From an optimization exercise on the open Yosys and OpenROAD flow, aimed at small area; shortcuts taken in it are not production practice.
Power figures rest on the tool's default switching activity, not on a simulated workload.

Setup of run a:
==> module pc_gen, before the edit <==
module pc_gen #(
	parameter logic [31:0] RESET_PC = '0
) (
	input  logic     clk,
	input  logic     rst,
	input  logic     flush,
	input  fetch_pkg::xlen_t    flush_pc,
	input  logic     fetch_done,
	input  fetch_pkg::xlen_t    mem_data,   
	input  logic     bht_taken,
	input  logic [32:0]         last_push,  
	output fetch_pkg::xlen_t    pc
);
	logic add_lo, add_hi;  
	logic carry_q;         
	logic is_jal, is_brt;  
	fetch_pkg::xlen_t inst, step;
	logic [13:0] sum_lo;
	logic [7:0]  sum_mid;
	logic        c21;
	logic [10:0] pc_top;
	assign inst = last_push[31:0];
	always_comb begin
		if (is_jal)
			step = {{11{inst[31]}}, inst[31], inst[19:12], inst[20], inst[30:21], 1'b0};
		else if (is_brt)
			step = {{19{inst[31]}}, inst[31], inst[7], inst[30:25], inst[11:8], 1'b0};
		else
			step = 32'd4;
	end
	logic [21:0] carry;
	always_comb begin
		carry[0]  = 1'b0;
		carry[13] = carry_q;
		for (int i = 0; i < 21; i++) begin
			if (i < 13) sum_lo[i] = pc[i] ^ step[i] ^ carry[i];
			else sum_mid[i-13] = pc[i] ^ step[i] ^ carry[i];
			if (i != 12)
				carry[i+1] = (pc[i] & step[i]) | (carry[i] & (pc[i] ^ step[i]));
		end
		sum_lo[13] = (pc[12] & step[12]) | (carry[12] & (pc[12] ^ step[12]));
	end
	assign c21 = carry[21];
	always_comb begin
		case ({step[31], c21})
			2'b01:   pc_top = pc[31:21] + 11'd1;
			2'b10:   pc_top = pc[31:21] - 11'd1;
			default: pc_top = pc[31:21];
		endcase
	end
	always_ff @(posedge clk) begin
		if (rst || flush) begin
			add_lo <= 1'b0;
			add_hi <= 1'b0;
		end else begin
			add_lo <= fetch_done;
			add_hi <= add_lo;
		end
	end
	always_ff @(posedge clk) begin
		if (add_lo)
			carry_q <= sum_lo[13];
		if (fetch_done) begin
			is_jal <= mem_data[6:0] == fetch_pkg::OPC_JAL;
			is_brt <= mem_data[6:0] == fetch_pkg::OPC_BRANCH && bht_taken;
		end
	end
	always_ff @(posedge clk) begin
		if (rst)
			pc <= RESET_PC;
		else if (flush)
			pc <= flush_pc;  
		else if (add_lo)
			pc[12:0] <= sum_lo[12:0];
		else if (add_hi)
			pc[31:13] <= {pc_top, sum_mid};
	end
endmodule
==> module ifu_top, before the edit <==
module ifu_top #(
	parameter int    QUEUE_DEPTH = 8,
	parameter logic [31:0] RESET_PC    = '0
) (
	input  logic         clk,
	input  logic         rst,
	input  logic         flush,
	input  fetch_pkg::xlen_t        flush_pc,
	output logic         mem_req,
	output fetch_pkg::xlen_t        mem_addr,
	input  logic         mem_ack,
	input  fetch_pkg::xlen_t        mem_data,
	output fetch_pkg::bht_idx_t     bht_idx,
	input  logic         bht_taken,
	input  logic         rob_full,
	input  logic         slb_full,
	input  logic         rs_full,
	output logic         issue_valid,
	output logic         issue_to_slb,
	output fetch_pkg::issue_entry_t issue_entry
);
	logic     fetch_done, queue_full, queue_empty, queue_pop;
	fetch_pkg::xlen_t    pc;
	logic [31:0] head_inst;
	logic        head_bht, head_jal, head_br;
	logic [32:0] last_push;
	assign mem_addr = pc;  
	assign bht_idx  = mem_data[fetch_pkg::BHT_IDX_W+1:2];
	fetch_ctrl u_ctrl (.clk, .rst, .flush, .mem_ack, .queue_full,
		.mem_req, .fetch_done);
	pc_gen #(.RESET_PC(RESET_PC)) u_pc (.clk, .rst, .flush, .flush_pc,
		.fetch_done, .mem_data, .bht_taken, .last_push, .pc);
	inst_queue #(.QUEUE_DEPTH(QUEUE_DEPTH)) u_q (.clk, .rst, .flush,
		.push(fetch_done), .push_inst(mem_data), .push_bht(bht_taken),
		.pop(queue_pop), .head_inst, .head_bht, .head_jal, .head_br, .last_push,
		.empty(queue_empty), .full(queue_full));
	issue_router u_iss (.clk, .rst, .flush, .fetch_pc(pc),
		.empty(queue_empty), .head_inst, .head_bht, .head_jal, .head_br, .rob_full, .slb_full,
		.rs_full, .pop(queue_pop), .issue_valid, .issue_to_slb, .issue_entry);
endmodule
Settings: LEC_CHECK=0, CAP_MARGIN=20, CORE_MARGIN=2, CORE_UTILIZATION=60, CTS_BUF_LIST=sky130_fd_sc_hd__clkbuf_16, CTS_CLUSTER_DIAMETER=100, CTS_CLUSTER_SIZE=28, SLEW_MARGIN=20; clock period 6.0 ns.
standard.sh (not shown) runs the stock make flow with config.mk's settings and CLKGATE_MAP_FILE= SYNTH_SCRIPT=/design/flow/synth_recipe.tcl, a recipe that flattens the netlist after the stock synthesis.
==> flow/flow/run.sh <==
#!/bin/bash
# The standard layout with two changes to how it is made:
#  - synthesis maps logic with an area-oriented ABC script (flow/abc_area.script);
#    everything else in synthesis, registers included, is the standard one
#  - plain buf_1 cells as the port buffers (every port still gets its own buffer)
set -euo pipefail
here=$(pwd)
rm -rf "$here/scripts_abc"
cp -r "$FLOW_HOME/scripts" "$here/scripts_abc"
cp "$here/flow/abc_area.script" "$here/scripts_abc/abc_speed.script"
export BUFFER_PORTS_ARGS="-buffer_cell sky130_fd_sc_hd__buf_1"
bash standard.sh SCRIPTS_DIR="$here/scripts_abc" synth > synth.log 2>&1
bash standard.sh finish > layout.log 2>&1
==> flow/flow/abc_area.script <==
&get -n
&st
&syn2
&dc2
&dch
&nf -R 1000
&put
topo
dnsize -c
Modified inputs, run b compared to run a
diff --git a/flow/design.v b/flow/design.v
--- a/flow/design.v
+++ b/flow/design.v
@@ -94,43 +94,44 @@
 	input  logic     clk,
 	input  logic     rst,
 	input  logic     flush,
 	input  fetch_pkg::xlen_t    flush_pc,
 	input  logic     fetch_done,
-	input  fetch_pkg::xlen_t    mem_data,   
-	input  logic     bht_taken,
 	input  logic [32:0]         last_push,  
 	output fetch_pkg::xlen_t    pc
 );
 	logic add_lo, add_hi;  
 	logic carry_q;         
-	logic is_jal, is_brt;  
+	logic is_jal, is_br, bht;
 	fetch_pkg::xlen_t inst, step;
-	logic [13:0] sum_lo;
-	logic [7:0]  sum_mid;
+	logic [11:0] sum_lo;
+	logic [10:0] sum_mid;
 	logic        c21;
 	logic [10:0] pc_top;
-	assign inst = last_push[31:0];
+	assign {bht, inst} = last_push;
+	assign is_jal = inst[6:0] == fetch_pkg::OPC_JAL;
+	assign is_br  = inst[6:0] == fetch_pkg::OPC_BRANCH;
 	always_comb begin
 		if (is_jal)
 			step = {{11{inst[31]}}, inst[31], inst[19:12], inst[20], inst[30:21], 1'b0};
-		else if (is_brt)
+		else if (is_br && bht)
 			step = {{19{inst[31]}}, inst[31], inst[7], inst[30:25], inst[11:8], 1'b0};
 		else
 			step = 32'd4;
 	end
 	logic [21:0] carry;
 	always_comb begin
 		carry[0]  = 1'b0;
-		carry[13] = carry_q;
+		carry[11] = carry_q;
+		sum_mid[10] = 1'b0;
 		for (int i = 0; i < 21; i++) begin
-			if (i < 13) sum_lo[i] = pc[i] ^ step[i] ^ carry[i];
-			else sum_mid[i-13] = pc[i] ^ step[i] ^ carry[i];
-			if (i != 12)
+			if (i < 11) sum_lo[i] = pc[i] ^ step[i] ^ carry[i];
+			else sum_mid[i-11] = pc[i] ^ step[i] ^ carry[i];
+			if (i != 10)
 				carry[i+1] = (pc[i] & step[i]) | (carry[i] & (pc[i] ^ step[i]));
 		end
-		sum_lo[13] = (pc[12] & step[12]) | (carry[12] & (pc[12] ^ step[12]));
+		sum_lo[11] = (pc[10] & step[10]) | (carry[10] & (pc[10] ^ step[10]));
 	end
 	assign c21 = carry[21];
 	always_comb begin
 		case ({step[31], c21})
 			2'b01:   pc_top = pc[31:21] + 11'd1;
@@ -147,25 +148,21 @@
 			add_hi <= add_lo;
 		end
 	end
 	always_ff @(posedge clk) begin
 		if (add_lo)
-			carry_q <= sum_lo[13];
-		if (fetch_done) begin
-			is_jal <= mem_data[6:0] == fetch_pkg::OPC_JAL;
-			is_brt <= mem_data[6:0] == fetch_pkg::OPC_BRANCH && bht_taken;
-		end
+			carry_q <= sum_lo[11];
 	end
 	always_ff @(posedge clk) begin
 		if (rst)
 			pc <= RESET_PC;
 		else if (flush)
 			pc <= flush_pc;  
 		else if (add_lo)
-			pc[12:0] <= sum_lo[12:0];
+			pc[10:0] <= sum_lo[10:0];
 		else if (add_hi)
-			pc[31:13] <= {pc_top, sum_mid};
+			pc[31:11] <= {pc_top, sum_mid[9:0]};
 	end
 endmodule
 module inst_decode (
 	input  fetch_pkg::xlen_t    inst,
 	output logic [2:0]          cls,
@@ -350,11 +347,11 @@
 	assign mem_addr = pc;  
 	assign bht_idx  = mem_data[fetch_pkg::BHT_IDX_W+1:2];
 	fetch_ctrl u_ctrl (.clk, .rst, .flush, .mem_ack, .queue_full,
 		.mem_req, .fetch_done);
 	pc_gen #(.RESET_PC(RESET_PC)) u_pc (.clk, .rst, .flush, .flush_pc,
-		.fetch_done, .mem_data, .bht_taken, .last_push, .pc);
+		.fetch_done, .last_push, .pc);
 	inst_queue #(.QUEUE_DEPTH(QUEUE_DEPTH)) u_q (.clk, .rst, .flush,
 		.push(fetch_done), .push_inst(mem_data), .push_bht(bht_taken),
 		.pop(queue_pop), .head_inst, .head_bht, .head_jal, .head_br, .last_push,
 		.empty(queue_empty), .full(queue_full));
 	issue_router u_iss (.clk, .rst, .flush, .fetch_pc(pc),
--- outcome ---
Nothing crashed in run b and all stages finished; the problem is that the final layout failed, the offending checks being setup timing.
Filler cell count is higher on run a
Comparing run b with run a, the sequential cell power came out essentially unchanged.
Comparing number of antenna repair diodes for run b and run a, the bigger number came from run b.
[compare] base=run a new=run b: number of tap cells added at floorplan moved down, total placed cells including tap cells grew by about 0.9%, clock buffer and inverter area fraction after layout held.
Relative to run a, peak supply drop has decreased by 25% in run b.
Looking at wire length of the first global-routing pass, run b sits above run a.
Minimum clock period after layout for run b is higher than for run a.
When the final numbers for run b and run a were put side by side, the final worst slack turned out to be greater in run a.
Against run a, final worst hold slack in run b came out worse.
Cmp run b and run a / footprint of the multi-input gates / higher: run a
Global-route usage: run b > run a
Function was not checked in any run of this note: the RTL went through the layout flow alone.

==> static timing again, ports no longer ideal <==
In the flow no input, the clock included, has a driving cell. The finished layouts below were timed again as built, in two steps. Step 1 (the two cells are an assumption about what drives the block):
set clk [get_ports {clk}]
set_driving_cell -lib_cell sky130_fd_sc_hd__clkbuf_16 $clk
set_driving_cell -lib_cell sky130_fd_sc_hd__buf_2 [delete_from_list [all_inputs] $clk]
Step 2, shift: input delay + t, output delay - t, t = (earliest + latest rising clock arrival at the registers) / 2. This alone moves slack from input paths to output paths. a / b / c = ideal / step 1 / step 2; a / b = the first two.
run | t (ns) | setup slack, ns | worst register clock-pin slew, ns | worst data-port slew with drivers (ns)
run a | 0.567 | 0.228 / 0.203 / 0.228 | 0.11 / 0.11 | 0.09
run b | 0.582 | -0.966 / -0.966 / -0.966 | 0.12 / 0.12 | 0.06
